Source: an optimization exercise on an open RTL-to-GDS flow (aim: small area and a short achievable clock period). Production flows keep margins and buffers that such runs may drop. Function was checked by simulation only, so behaviour that the tests miss may differ from the original. Power and IR drop assume default switching activity.

## before
==> flow/design.v <==
module data_mem_responder #(
  parameter int DEPTH       = 128,
  parameter int WAIT_CYCLES = 2
) (
  input  logic        clk_i,
  input  logic        rst_i,
  input  logic        req_i,
  input  logic        we_i,
  input  logic [31:0] addr_i,
  input  logic [31:0] data_i,
  output logic        ack_o,
  output logic [31:0] data_o,
  output logic        err_o,
  output logic        busy_o
);
  localparam int NG = 32;    
  logic       busy_q, idle_q, st1_q, st2_q;   
  logic       accept;
  logic [1:0] rot_q;         
  logic        we_q, err_q, err_in;
  logic [31:0] wd_q;
  logic [4:0]  g_q, g_nx;    
  logic [1:0]  ph_q, ph_nx;  
  logic [NG-1:0][3:0][31:0] mem_d;
  logic [NG-1:0][3:0]       mem_v, mem_v_nx;
  logic            wlive_nx;
  logic [NG-1:0]   wr_q, wr_nx;
  logic [2*NG-1:0] rd_sel_q;
  logic [31:0]     rd_data;
  assign accept = req_i & idle_q;
  assign busy_o = busy_q;
  assign err_in = (|addr_i[1:0]) | (|addr_i[31:9]);
  always_ff @(posedge clk_i or posedge rst_i) begin
    if (rst_i) begin
      busy_q <= 1'b0;
      idle_q <= 1'b1;
      st1_q  <= 1'b0;
      st2_q  <= 1'b0;
      ack_o  <= 1'b0;
      err_o  <= 1'b0;
      rot_q  <= '0;
    end else begin
      busy_q <= accept | st1_q | st2_q;
      idle_q <= ~(accept | st1_q | st2_q);
      st1_q  <= accept;
      st2_q  <= st1_q;
      ack_o  <= st2_q;
      err_o  <= st2_q & err_q;
      rot_q  <= rot_q + 2'd1;
    end
  end
  assign g_nx  = idle_q ? addr_i[8:4] : g_q;
  assign ph_nx = idle_q ? addr_i[3:2] + rot_q + 2'd1 : ph_q + 2'd1;
  always_ff @(posedge clk_i) begin
    g_q  <= g_nx;
    ph_q <= ph_nx;
    if (idle_q) begin
      we_q  <= we_i;
      err_q <= err_in;
      wd_q  <= data_i;
    end
  end
  assign wlive_nx = idle_q ? (accept & we_i & ~err_in) : (we_q & ~err_q);
  always_comb
    for (int g = 0; g < NG; g++) wr_nx[g] = wlive_nx & (ph_nx == 2'd3) & (g_nx == 5'(g));
  always_ff @(posedge clk_i or posedge rst_i) begin
    if (rst_i) wr_q <= '0;
    else       wr_q <= wr_nx;
  end
  for (genvar g = 0; g < NG; g++) begin : g_port
    logic        wrn;
    logic [31:0] port_d;
    assign wrn = ~wr_q[g];
    for (genvar b = 0; b < 32; b++) begin : g_bit
      dmr_ao22 u_port (.a0(wr_q[g]), .b0(wd_q[b]), .a1(wrn), .b1(mem_d[g][3][b]), .y(port_d[b]));
    end
    always_ff @(posedge clk_i) begin
      mem_d[g][0] <= port_d;
      mem_d[g][1] <= mem_d[g][0];
      mem_d[g][2] <= mem_d[g][1];
      mem_d[g][3] <= mem_d[g][2];
    end
  end
  always_comb begin
    for (int g = 0; g < NG; g++) begin
      mem_v_nx[g][0] = wr_q[g] | mem_v[g][3];
      mem_v_nx[g][1] = mem_v[g][0];
      mem_v_nx[g][2] = mem_v[g][1];
      mem_v_nx[g][3] = mem_v[g][2];
    end
  end
  always_ff @(posedge clk_i or posedge rst_i) begin
    if (rst_i) mem_v <= '0;
    else       mem_v <= mem_v_nx;
  end
  always_ff @(posedge clk_i) begin
    for (int g = 0; g < NG; g++) begin
      rd_sel_q[2*g]   <= (g_nx == 5'(g)) & (ph_nx == 2'd0) & mem_v_nx[g][0];
      rd_sel_q[2*g+1] <= (g_nx == 5'(g)) & (ph_nx == 2'd2) & mem_v_nx[g][2];
    end
  end
  for (genvar b = 0; b < 32; b++) begin : g_rd
    logic [63:0] rd_d;
    logic [21:0] l1;
    logic [5:0]  l2;
    logic [1:0]  l3;
    logic        hold_n;
    for (genvar g = 0; g < NG; g++) begin : g_tap
      assign rd_d[2*g]   = mem_d[g][0][b];
      assign rd_d[2*g+1] = mem_d[g][2][b];
    end
    for (genvar i = 0; i < 21; i++) begin : g_l1
      dmr_aoi222 u_aoi (.a0(rd_sel_q[3*i]),   .b0(rd_d[3*i]),
                        .a1(rd_sel_q[3*i+1]), .b1(rd_d[3*i+1]),
                        .a2(rd_sel_q[3*i+2]), .b2(rd_d[3*i+2]), .y(l1[i]));
    end
    dmr_nand2 u_aoi_last (.a({rd_sel_q[63], rd_d[63]}), .y(l1[21]));
    for (genvar i = 0; i < 5; i++) begin : g_l2
      dmr_nand4 u_nand (.a(l1[4*i+3:4*i]), .y(l2[i]));
    end
    dmr_nand2 u_nand_last (.a(l1[21:20]), .y(l2[5]));
    dmr_nor3 u_nor_lo (.a(l2[2:0]), .y(l3[0]));
    dmr_nor3 u_nor_hi (.a(l2[5:3]), .y(l3[1]));
    dmr_nand2 u_hold (.a({ph_q[0], data_o[b]}), .y(hold_n));
    dmr_nand3 u_out (.a({hold_n, l3}), .y(rd_data[b]));
  end
  always_ff @(posedge clk_i) begin
    data_o <= rd_data;
  end
endmodule
module dmr_aoi222 (
  input  logic a0, b0, a1, b1, a2, b2,
  output logic y
);
  assign y = ~((a0 & b0) | (a1 & b1) | (a2 & b2));
endmodule
module dmr_nand3 (
  input  logic [2:0] a,
  output logic       y
);
  assign y = ~&a;
endmodule
module dmr_nand4 (
  input  logic [3:0] a,
  output logic       y
);
  assign y = ~&a;
endmodule
module dmr_nand2 (
  input  logic [1:0] a,
  output logic       y
);
  assign y = ~&a;
endmodule
module dmr_nor3 (
  input  logic [2:0] a,
  output logic       y
);
  assign y = ~|a;
endmodule
module dmr_ao22 (
  input  logic a0, b0, a1, b1,
  output logic y
);
  assign y = (a0 & b0) | (a1 & b1);
endmodule
==> flow/config.mk <==
export PLATFORM = sky130hd
export DESIGN_NAME = data_mem_responder
export DESIGN_NICKNAME = data_mem_responder
export VERILOG_FILES = /design/flow/design.v
export SDC_FILE = /design/flow/constraint.sdc
export NUM_CORES = 4
export LEC_CHECK = 0
export CAP_MARGIN = 20
export CORE_MARGIN = 2
export CORE_UTILIZATION = 55
export CTS_CLUSTER_DIAMETER = 100
export CTS_CLUSTER_SIZE = 28
export PLACE_DENSITY = 0.7
export SETUP_SLACK_MARGIN = 3.6
export SLEW_MARGIN = 20
export SYNTH_HIERARCHICAL = 1
export SYNTH_MINIMUM_KEEP_SIZE = 0
==> flow/constraint.sdc <==
create_clock -name core_clock -period 6.0 [get_ports {clk_i}]
set_input_delay 1.2000 -clock core_clock [delete_from_list [all_inputs] [get_ports {clk_i}]]
set_output_delay 1.2000 -clock core_clock [all_outputs]
set_load 0.01 [all_outputs]
run.sh (not shown) runs the stock make flow with config.mk's settings and CLKGATE_MAP_FILE= SYNTH_SCRIPT=/design/flow/synth_recipe.tcl, a recipe that flattens the netlist after the stock synthesis.
before went all the way through synthesis, placement and routing and the layout is clean on timing, DRC and antenna.
Modified inputs, after compared to before
--- a/flow/design.v
+++ b/flow/design.v
@@ -24,7 +24,7 @@
   logic [NG-1:0][3:0][31:0] mem_d;
   logic [NG-1:0][3:0]       mem_v, mem_v_nx;
   logic            wlive_nx;
-  logic [NG-1:0]   wr_q, wr_nx;
+  logic [NG-1:0]   wr_q, wrn_q, wr_nx;
   logic [2*NG-1:0] rd_sel_q;
   logic [31:0]     rd_data;
   assign accept = req_i & idle_q;
@@ -67,15 +67,10 @@
     if (rst_i) wr_q <= '0;
     else       wr_q <= wr_nx;
   end
-  for (genvar g = 0; g < NG; g++) begin : g_port
-    logic        wrn;
-    logic [31:0] port_d;
-    assign wrn = ~wr_q[g];
-    for (genvar b = 0; b < 32; b++) begin : g_bit
-      dmr_ao22 u_port (.a0(wr_q[g]), .b0(wd_q[b]), .a1(wrn), .b1(mem_d[g][3][b]), .y(port_d[b]));
-    end
-    always_ff @(posedge clk_i) begin
-      mem_d[g][0] <= port_d;
+  always_ff @(posedge clk_i) wrn_q <= ~wr_nx;
+  always_ff @(posedge clk_i) begin
+    for (int g = 0; g < NG; g++) begin
+      mem_d[g][0] <= ({32{wr_q[g]}} & wd_q) | ({32{wrn_q[g]}} & mem_d[g][3]);
       mem_d[g][1] <= mem_d[g][0];
       mem_d[g][2] <= mem_d[g][1];
       mem_d[g][3] <= mem_d[g][2];
@@ -99,30 +94,31 @@
       rd_sel_q[2*g+1] <= (g_nx == 5'(g)) & (ph_nx == 2'd2) & mem_v_nx[g][2];
     end
   end
+  logic [64:0] rd_s;
+  assign rd_s = {ph_q[0], rd_sel_q};
   for (genvar b = 0; b < 32; b++) begin : g_rd
-    logic [63:0] rd_d;
+    logic [64:0] rd_d;
     logic [21:0] l1;
     logic [5:0]  l2;
     logic [1:0]  l3;
-    logic        hold_n;
     for (genvar g = 0; g < NG; g++) begin : g_tap
       assign rd_d[2*g]   = mem_d[g][0][b];
       assign rd_d[2*g+1] = mem_d[g][2][b];
     end
+    assign rd_d[64] = data_o[b];
     for (genvar i = 0; i < 21; i++) begin : g_l1
-      dmr_aoi222 u_aoi (.a0(rd_sel_q[3*i]),   .b0(rd_d[3*i]),
-                        .a1(rd_sel_q[3*i+1]), .b1(rd_d[3*i+1]),
-                        .a2(rd_sel_q[3*i+2]), .b2(rd_d[3*i+2]), .y(l1[i]));
+      dmr_aoi222 u_aoi (.a0(rd_s[3*i]),   .b0(rd_d[3*i]),
+                        .a1(rd_s[3*i+1]), .b1(rd_d[3*i+1]),
+                        .a2(rd_s[3*i+2]), .b2(rd_d[3*i+2]), .y(l1[i]));
     end
-    dmr_nand2 u_aoi_last (.a({rd_sel_q[63], rd_d[63]}), .y(l1[21]));
+    dmr_aoi22 u_aoi_last (.a0(rd_s[63]), .b0(rd_d[63]), .a1(rd_s[64]), .b1(rd_d[64]), .y(l1[21]));
     for (genvar i = 0; i < 5; i++) begin : g_l2
       dmr_nand4 u_nand (.a(l1[4*i+3:4*i]), .y(l2[i]));
     end
     dmr_nand2 u_nand_last (.a(l1[21:20]), .y(l2[5]));
     dmr_nor3 u_nor_lo (.a(l2[2:0]), .y(l3[0]));
     dmr_nor3 u_nor_hi (.a(l2[5:3]), .y(l3[1]));
-    dmr_nand2 u_hold (.a({ph_q[0], data_o[b]}), .y(hold_n));
-    dmr_nand3 u_out (.a({hold_n, l3}), .y(rd_data[b]));
+    dmr_nand2 u_out (.a(l3), .y(rd_data[b]));
   end
   always_ff @(posedge clk_i) begin
     data_o <= rd_data;
@@ -134,11 +130,11 @@
 );
   assign y = ~((a0 & b0) | (a1 & b1) | (a2 & b2));
 endmodule
-module dmr_nand3 (
-  input  logic [2:0] a,
-  output logic       y
+module dmr_aoi22 (
+  input  logic a0, b0, a1, b1,
+  output logic y
 );
-  assign y = ~&a;
+  assign y = ~((a0 & b0) | (a1 & b1));
 endmodule
 module dmr_nand4 (
   input  logic [3:0] a,
@@ -158,9 +154,3 @@
 );
   assign y = ~|a;
 endmodule
-module dmr_ao22 (
-  input  logic a0, b0, a1, b1,
-  output logic y
-);
-  assign y = (a0 & b0) | (a1 & b1);
-endmodule
Notes after the runs:
The later-pin clock latency in the skew report of after and that of before are within noise of each other. Comparing global-route usage for before and after, the bigger number came from before. Of the two values seen for critical path launch point, data_o[28] was produced by before and data_o[25] by after. Global-route wire length before repair (higher): before. Compared with before, in after gate count of the mapped netlist rose by 6.2%; fmax went up; combinational cell fraction of total power has increased. before was routed with fewer vias than after. Taking before as the reference, in after final period utilization went down by 0.62 points, fraction of the yosys area taken by sequential cells lost 1.2 points, die area up 2.2%, clock-buffer cell count picked up an extra about 1.4%.

-- static timing again, ports no longer ideal --
The results above use ideal ports. As a check the final layouts listed here were re-extracted and re-timed, cells and wires unchanged.
Step 1 (the two cells are an assumption about what drives the block):
set clk [get_ports {clk_i}]
set_driving_cell -lib_cell sky130_fd_sc_hd__clkbuf_16 $clk
set_driving_cell -lib_cell sky130_fd_sc_hd__buf_2 [delete_from_list [all_inputs] $clk]
Step 2, shift: input delay + t, output delay - t, t = (earliest + latest rising clock arrival at the registers) / 2. This alone moves slack from input paths to output paths.
Slacks: ideal / step 1 / step 2; pairs: ideal / step 1.
run | t, ns | setup WS [ns] | latest minus earliest clock arrival (ns) | worst register clock-pin slew, ns | cell pins on the clock port's net
before | 0.949 | 3.327 / 3.243 / 2.670 | 0.050 / 0.051 | 0.12 / 0.12 | 1
after | 0.943 | 3.364 / 3.272 / 2.582 | 0.043 / 0.043 | 0.11 / 0.11 | 1
After both steps setup and hold are still met in every run listed. The setup slack of after, which loses most, moves by -0.092 ns with the drivers and by -0.782 ns with both steps.
